Context: an optimization exercise on an open-source flow, tuned for small area, a short achievable clock period and few clock cycles per item. The choices shown serve that exercise and are no tape-out recipe.
Power is estimated from default activity; no workload was simulated.

Setup of old:
// formant_peak_picker
module formant_peak_picker (
    input  logic                 i_clk,
    input  logic                 i_rst_n,
    input  logic                 i_cfg_we,
    input  logic [CFG_IDX_W-1:0] i_cfg_index,
    input  logic [CFG_W-1:0]     i_cfg_data,
    input  logic                 i_in_valid,
    output logic                 o_in_stall,
    input  logic [AMP_W-1:0]     i_amplitude,
    input  logic                 i_last_bin,
    output logic                 o_out_valid,
    input  logic                 i_out_stall,
    output logic [FREQ_W-1:0]    o_formant_frequency,
    output logic [SLOT_W-1:0]    o_formant_slot,
    output logic                 o_overflow
);
==> module formant_peak_picker, before the edit <==
module formant_peak_picker (
    input  logic                 i_clk,
    input  logic                 i_rst_n,
    input  logic                 i_cfg_we,
    input  logic [CFG_IDX_W-1:0] i_cfg_index,
    input  logic [CFG_W-1:0]     i_cfg_data,
    input  logic                 i_in_valid,
    output logic                 o_in_stall,
    input  logic [AMP_W-1:0]     i_amplitude,
    input  logic                 i_last_bin,
    output logic                 o_out_valid,
    input  logic                 i_out_stall,
    output logic [FREQ_W-1:0]    o_formant_frequency,
    output logic [SLOT_W-1:0]    o_formant_slot,
    output logic                 o_overflow
);
    localparam int QN = 3;
    logic [START_W-1:0] r_freq_start;
    logic [STEP_W-1:0]  r_freq_step;
    logic [MAX_W-1:0]   r_limit;         
    always_ff @(posedge i_clk) begin
        if (!i_rst_n) begin
            r_freq_start <= RST_FREQ_START;
            r_freq_step  <= RST_FREQ_STEP;
            r_limit      <= RST_MAX_FORMANT;
        end else if (i_cfg_we) begin
            case (i_cfg_index)
                CFG_FREQ_START:   r_freq_start <= START_W'(i_cfg_data);
                CFG_FREQ_STEP:    r_freq_step  <= STEP_W'(i_cfg_data);
                CFG_MAX_FORMANTS: r_limit      <= (MAX_W'(i_cfg_data) > MAX_W'(16)) ?
                                                  MAX_W'(16) : MAX_W'(i_cfg_data);
                default: begin
                end
            endcase
        end
    end
    logic               r_stall;
    logic               in_accept;
    assign in_accept = i_in_valid && !r_stall;
    logic d_valid, d_lt, d_gt, d_last;
    fpp_detect u_detect (
        .i_clk       (i_clk),
        .i_rst_n     (i_rst_n),
        .i_valid     (in_accept),
        .i_amplitude (i_amplitude),
        .i_last_bin  (i_last_bin),
        .o_valid     (d_valid),
        .o_lt        (d_lt),
        .o_gt        (d_gt),
        .o_last_bin  (d_last)
    );
    logic [2:0]         r_q [QN];
    logic [QN-1:0]      r_qv;
    logic [QN-1:0]      qv_pop;
    logic [QN-1:0]      q_wr;
    logic               go;
    logic               pop;
    logic               r_out_valid;
    assign go     = !(r_out_valid && i_out_stall);
    assign pop    = go && r_qv[0];
    assign qv_pop = pop ? {1'b0, r_qv[QN-1:1]} : r_qv;
    assign q_wr   = {QN{d_valid}} & ~qv_pop & {qv_pop[QN-2:0], 1'b1};
    always_ff @(posedge i_clk) begin
        for (int i = 0; i < QN; i++) begin
            if (q_wr[i]) begin
                r_q[i] <= {d_lt, d_gt, d_last};
            end else if (pop && i < QN - 1) begin
                r_q[i] <= r_q[i+1];
            end
        end
    end
    always_ff @(posedge i_clk) begin
        if (!i_rst_n) begin
            r_qv    <= '0;
            r_stall <= 1'b0;
        end else begin
            r_qv    <= qv_pop | q_wr;
            r_stall <= qv_pop[2] || (qv_pop[1] && (in_accept || d_valid)) ||
                       (qv_pop[0] && in_accept && d_valid);
        end
    end
    logic [POS_W-1:0]   r_pos;
    logic               r_falling;
    logic [COUNT_W-1:0] r_count;
    logic [FREQ_W-1:0]  r_freq;
    logic [SLOT_W-1:0]  r_slot;
    logic               r_ovf;
    logic               h_lt, h_gt, h_last;
    logic               active, ge3, lt4, room, peak;
    assign {h_lt, h_gt, h_last} = r_q[0];
    assign active = !r_pos[POS_W-1];
    assign ge3    = r_pos >= POS_W'(3);
    assign lt4    = r_pos < POS_W'(4);
    assign room   = r_count < COUNT_W'(r_limit);
    assign peak   = active && ge3 && h_gt && r_falling;
    always_ff @(posedge i_clk) begin
        if (!i_rst_n) begin
            r_pos       <= '0;
            r_falling   <= 1'b0;
            r_count     <= '0;
            r_out_valid <= 1'b0;
        end else begin
            if (go) begin
                r_out_valid <= pop && peak;
            end
            if (pop) begin
                if (active) begin
                    r_pos <= r_pos + POS_W'(1);
                    if (ge3) begin
                        if (h_lt) begin
                            r_falling <= 1'b1;
                        end else if (h_gt) begin
                            r_falling <= 1'b0;
                        end
                    end
                    if (peak && room) begin
                        r_count <= r_count + COUNT_W'(1);
                    end
                end
                if (h_last) begin
                    r_pos     <= '0;
                    r_falling <= 1'b0;
                    r_count   <= '0;
                end
            end
        end
    end
    always_ff @(posedge i_clk) begin
        if (pop) begin
            if (!room) begin
                r_freq <= '0;
            end else if (lt4) begin
                r_freq <= FREQ_W'(r_freq_start);
            end else begin
                r_freq <= r_freq + FREQ_W'(r_freq_step);
            end
            if (peak) begin
                r_slot <= room ? SLOT_W'(r_count) : '0;
                r_ovf  <= !room;
            end
        end
    end
    assign o_in_stall          = r_stall;
    assign o_out_valid         = r_out_valid;
    assign o_formant_frequency = r_freq;
    assign o_formant_slot      = r_slot;
    assign o_overflow          = r_ovf;
endmodule
Settings: LEC_CHECK=0, CAP_MARGIN=20, CORE_MARGIN=2, CORE_UTILIZATION=40, PLACE_DENSITY=0.6, SETUP_SLACK_MARGIN=4.2, SLEW_MARGIN=20; clock period 6.5 ns.
run.sh (not shown) runs the stock make flow with config.mk's settings and CLKGATE_MAP_FILE= SYNTH_SCRIPT=/design/flow/synth_recipe.tcl, a recipe that flattens the netlist after the stock synthesis.
No stage failed in old, and the final checks on the layout all came back clean.
--- input diff old..new ---
diff --git a/flow/design.v b/flow/design.v
--- a/flow/design.v
+++ b/flow/design.v
@@ -89,5 +89,5 @@
     output logic                 o_overflow
 );
-    localparam int QN = 3;
+    localparam int QN = 4;
     logic [START_W-1:0] r_freq_start;
     logic [STEP_W-1:0]  r_freq_step;
@@ -110,13 +110,20 @@
     end
     logic               r_stall;
+    logic               r_in_valid;
+    logic [AMP_W-1:0]   r_amp;
+    logic               r_last;
     logic               in_accept;
     assign in_accept = i_in_valid && !r_stall;
+    always_ff @(posedge i_clk) begin
+        r_amp  <= i_amplitude;
+        r_last <= i_last_bin;
+    end
     logic d_valid, d_lt, d_gt, d_last;
     fpp_detect u_detect (
         .i_clk       (i_clk),
         .i_rst_n     (i_rst_n),
-        .i_valid     (in_accept),
-        .i_amplitude (i_amplitude),
-        .i_last_bin  (i_last_bin),
+        .i_valid     (r_in_valid),
+        .i_amplitude (r_amp),
+        .i_last_bin  (r_last),
         .o_valid     (d_valid),
         .o_lt        (d_lt),
@@ -131,4 +138,5 @@
     logic               pop;
     logic               r_out_valid;
+    logic               flight_1, flight_2, flight_3;
     assign go     = !(r_out_valid && i_out_stall);
     assign pop    = go && r_qv[0];
@@ -144,12 +152,18 @@
         end
     end
-    always_ff @(posedge i_clk) begin
-        if (!i_rst_n) begin
-            r_qv    <= '0;
-            r_stall <= 1'b0;
+    assign flight_1 = in_accept || r_in_valid || d_valid;
+    assign flight_2 = (in_accept && r_in_valid) || (in_accept && d_valid) ||
+                      (r_in_valid && d_valid);
+    assign flight_3 = in_accept && r_in_valid && d_valid;
+    always_ff @(posedge i_clk) begin
+        if (!i_rst_n) begin
+            r_in_valid <= 1'b0;
+            r_qv       <= '0;
+            r_stall    <= 1'b0;
         end else begin
-            r_qv    <= qv_pop | q_wr;
-            r_stall <= qv_pop[2] || (qv_pop[1] && (in_accept || d_valid)) ||
-                       (qv_pop[0] && in_accept && d_valid);
+            r_in_valid <= in_accept;
+            r_qv       <= qv_pop | q_wr;
+            r_stall    <= qv_pop[3] || (qv_pop[2] && flight_1) ||
+                          (qv_pop[1] && flight_2) || (qv_pop[0] && flight_3);
         end
     end
- Diff old -> new: largest net degree at the start of global routing grew by 9, global routing met2 resource utilization shrank by 1.7 points, switching share of power shrank by 0.90 points.
- Routability-driven placement congestion ratio is higher on old
- What old reported for count of placed standard cells in the final layout, fillers left out has to be multiplied by 1.05 to get the figure for new.
- From old to new the numbers moved as follows: number of antenna diodes essentially unchanged; amount of wire on met3 after detailed routing decreased about 9%.
- Count of cell types in the netlist is lower on old
- On new: final instance area is 4.3% higher than what old gave.
- Delta (new minus old): share of power burned in the clock network went up 0.7 points, worst clock skew comparable.
No functional check of the RTL was part of any run of this note.

-- port drivers added, routing unchanged --
The flow's constraints put no driver on any port. The routed layouts listed below were extracted and timed again, unchanged, in two steps.
Step 1 (the two cells are an assumption about what drives the block):
set clk [get_ports {i_clk}]
set_driving_cell -lib_cell sky130_fd_sc_hd__clkbuf_16 $clk
set_driving_cell -lib_cell sky130_fd_sc_hd__buf_2 [delete_from_list [all_inputs] $clk]
Step 2 adds t to the input delays and takes it off the output delays; t is the mean of the earliest and latest rising clock arrival at the registers after step 1. Input paths then give back, and output paths get back, about the clock's delay inside the block.
a / b / c = ideal / step 1 / step 2; a / b = the first two.
| run | t (ns) | setup WS [ns] | clock arrival spread, ns | worst slew at a driven data input, ns | pins driven straight from the clock port |
|---|---|---|---|---|---|
| old | 0.477 | 3.639 / 3.639 / 3.409 | 0.020 / 0.019 | 0.06 | 1 |
| new | 0.483 | 3.832 / 3.832 / 3.764 | 0.020 / 0.020 | 0.04 | 1 |
After both steps setup and hold are still met in every run listed. For old, which loses most, drivers alone change the setup slack by 0.000 ns; drivers and shift together by -0.230 ns.
